Context: an optimization exercise on an open-source flow, tuned for small area and a short achievable clock period. The choices shown serve that exercise and are no tape-out recipe.
The RTL was checked by simulation tests, not by an equivalence proof against the original design.
No activity file was given, so power comes from the tool's default toggle rates.

run E:
// data_mem_responder
module data_mem_responder #(
  parameter int DEPTH       = 128,
  parameter int WAIT_CYCLES = 2
) (
  input  logic        clk_i,
  input  logic        rst_i,
  input  logic        req_i,
  input  logic        we_i,
  input  logic [31:0] addr_i,
  input  logic [31:0] data_i,
  output logic        ack_o,
  output logic [31:0] data_o,
  output logic        err_o,
  output logic        busy_o
);
  localparam int NG = 32;    
  logic       busy_q, idle_q, st1_q, st2_q;   
  logic       accept;
  logic [1:0] rot_q;         
  logic        we_q, err_q, err_in;
  logic [31:0] wd_q;
  logic [4:0]  g_q, g_nx;    
  logic [1:0]  ph_q, ph_nx;  
  logic [NG-1:0][3:0][31:0] mem_d;
  logic [NG-1:0][3:0]       mem_v, mem_v_nx;
  logic            wlive_nx;
  logic [NG-1:0]   wr_q, wrn_q, wr_nx;
  logic [2*NG-1:0] rd_sel_q;
  logic [31:0]     rd_data;
  assign accept = req_i & idle_q;
  assign busy_o = busy_q;
  assign err_in = (|addr_i[1:0]) | (|addr_i[31:9]);
  always_ff @(posedge clk_i or posedge rst_i) begin
    if (rst_i) begin
      busy_q <= 1'b0;
      idle_q <= 1'b1;
      st1_q  <= 1'b0;
      st2_q  <= 1'b0;
      ack_o  <= 1'b0;
      err_o  <= 1'b0;
      rot_q  <= '0;
    end else begin
      busy_q <= accept | st1_q | st2_q;
      idle_q <= ~(accept | st1_q | st2_q);
      st1_q  <= accept;
      st2_q  <= st1_q;
      ack_o  <= st2_q;
      err_o  <= st2_q & err_q;
      rot_q  <= rot_q + 2'd1;
    end
  end
  assign g_nx  = idle_q ? addr_i[8:4] : g_q;
  assign ph_nx = idle_q ? addr_i[3:2] + rot_q + 2'd1 : ph_q + 2'd1;
  always_ff @(posedge clk_i) begin
    g_q  <= g_nx;
    ph_q <= ph_nx;
    if (idle_q) begin
      we_q  <= we_i;
      err_q <= err_in;
      wd_q  <= data_i;
    end
  end
  assign wlive_nx = idle_q ? (accept & we_i & ~err_in) : (we_q & ~err_q);
  always_comb
    for (int g = 0; g < NG; g++) wr_nx[g] = wlive_nx & (ph_nx == 2'd3) & (g_nx == 5'(g));
  always_ff @(posedge clk_i or posedge rst_i) begin
    if (rst_i) wr_q <= '0;
    else       wr_q <= wr_nx;
  end
  always_ff @(posedge clk_i) wrn_q <= ~wr_nx;
  always_ff @(posedge clk_i) begin
    for (int g = 0; g < NG; g++) begin
  ...
Size in the first run: about 7100 cells after synthesis, roughly 4400 flip-flops, about 100 I/O pins, ~110000 um2 of cells after synthesis.
clock: 6.0 ns
lec_check: 0
cap_margin: 20
core_margin: 2
core_utilization: 55
cts_cluster_diameter: 100
cts_cluster_size: 28
place_density: 0.7
setup_slack_margin: 3.8
slew_margin: 20
synth_hierarchical: 1
synth_minimum_keep_size: 0
run.sh (not shown) runs the stock make flow with config.mk's settings and CLKGATE_MAP_FILE= SYNTH_SCRIPT=/design/flow/synth_recipe.tcl, a recipe that flattens the netlist after the stock synthesis.
### run E -> run B
# run E
export LEC_CHECK = 0
export CAP_MARGIN = 20
export CORE_MARGIN = 2
export CORE_UTILIZATION = 55
export CTS_CLUSTER_DIAMETER = 100
export CTS_CLUSTER_SIZE = 28
export PLACE_DENSITY = 0.7
export SETUP_SLACK_MARGIN = 3.8
export SLEW_MARGIN = 20
export SYNTH_HIERARCHICAL = 1
export SYNTH_MINIMUM_KEEP_SIZE = 0
create_clock -name core_clock -period 6.0 [get_ports {clk_i}]
# run B
export LEC_CHECK = 0
export CAP_MARGIN = 20
export CORE_MARGIN = 2
export CORE_UTILIZATION = 55
export CTS_CLUSTER_DIAMETER = 100
export CTS_CLUSTER_SIZE = 28
export PLACE_DENSITY = 0.7
export SETUP_SLACK_MARGIN = 3.6
export SLEW_MARGIN = 20
export SYNTH_HIERARCHICAL = 1
export SYNTH_MINIMUM_KEEP_SIZE = 0
create_clock -name core_clock -period 6.0 [get_ports {clk_i}]
## What came out
Going from run E to run B, power lost about 0.45%; ratio of final minimum period to clock period moved up; core utilization decreased by 0.90 points relative to the old numbers; routed wire length decreased about 2.3%.
Max freq run E -> run B: degraded
Compared with run E, in run B area added between synthesis and finish lost 1.6 points; worst setup slack after placement down 0.31 ns.


Another version of the RTL of data_mem_responder (not shown whole).
Size in the first run: about 4,400 flip-flops, roughly 100 I/O pins.
## data_mem_responder
module data_mem_responder #(
  parameter int DEPTH       = 128,
  parameter int WAIT_CYCLES = 2
) (
  input  logic        clk_i,
  input  logic        rst_i,
  input  logic        req_i,
  input  logic        we_i,
  input  logic [31:0] addr_i,
  input  logic [31:0] data_i,
  output logic        ack_o,
  output logic [31:0] data_o,
  output logic        err_o,
  output logic        busy_o
);
==> flow/config.mk <==
export PLATFORM = sky130hd
export DESIGN_NAME = data_mem_responder
export DESIGN_NICKNAME = data_mem_responder
export VERILOG_FILES = /design/flow/design.v
export SDC_FILE = /design/flow/constraint.sdc
export NUM_CORES = 4
export LEC_CHECK = 0
export CAP_MARGIN = 20
export CORE_MARGIN = 2
export CORE_UTILIZATION = 65
export CTS_CLUSTER_DIAMETER = 100
export CTS_CLUSTER_SIZE = 28
export PLACE_DENSITY = 0.75
export SETUP_SLACK_MARGIN = 3.6
export SLEW_MARGIN = 20
export SYNTH_HIERARCHICAL = 1
export SYNTH_MINIMUM_KEEP_SIZE = 0
==> flow/constraint.sdc <==
create_clock -name core_clock -period 6.0 [get_ports {clk_i}]
set_input_delay 1.2000 -clock core_clock [delete_from_list [all_inputs] [get_ports {clk_i}]]
set_output_delay 1.2000 -clock core_clock [all_outputs]
set_load 0.01 [all_outputs]
The first run went through all stages and came out clean.
Edit:
CORE_UTILIZATION = 55   (was 65)
PLACE_DENSITY = 0.7   (was 0.75)
Result: Cell area is about the same; die area goes up by 18%; final cell count rose by 4.8%; count of clock-buffer cells in the layout increases by 2; global-route usage came out lower by 5.7 points; clock skew barely changes; power stays flat; core utilization goes down by 11 points; non-clock buffer count increases by 2; routed wire length drops by 1.2%.

-- what the ideal ports hide --
The flow's constraints put no driver on any port. The routed layouts listed below were extracted and timed again, unchanged, in two steps.
Step 1 assumes that a clkbuf_16 drives the clock port and a buf_2 every other input.
Step 2, shift: input delay + t, output delay - t, t = (earliest + latest rising clock arrival at the registers) / 2. This alone moves slack from input paths to output paths.
Slacks: ideal ports / drivers / drivers and shift; pairs: ideal ports / drivers.
| run | t (ns) | slack for setup (ns) | latest minus earliest clock arrival (ns) | slew at the worst register clock pin (ns) |
|---|---|---|---|---|
| run E | 0.956 | 3.401 / 3.312 / 2.774 | 0.032 / 0.032 | 0.11 / 0.11 |
| run B | 0.957 | 3.382 / 3.288 / 2.719 | 0.053 / 0.052 | 0.11 / 0.11 |
| the first run of note 2 | 0.932 | 3.315 / 3.231 / 2.587 | 0.035 / 0.035 | 0.11 / 0.11 |
| the second run of note 2 | 0.943 | 3.364 / 3.272 / 2.582 | 0.043 / 0.043 | 0.11 / 0.11 |
After both steps setup and hold are still met in every run listed. The setup slack of the second run of note 2, which loses most, moves by -0.092 ns with the drivers and by -0.782 ns with both steps.
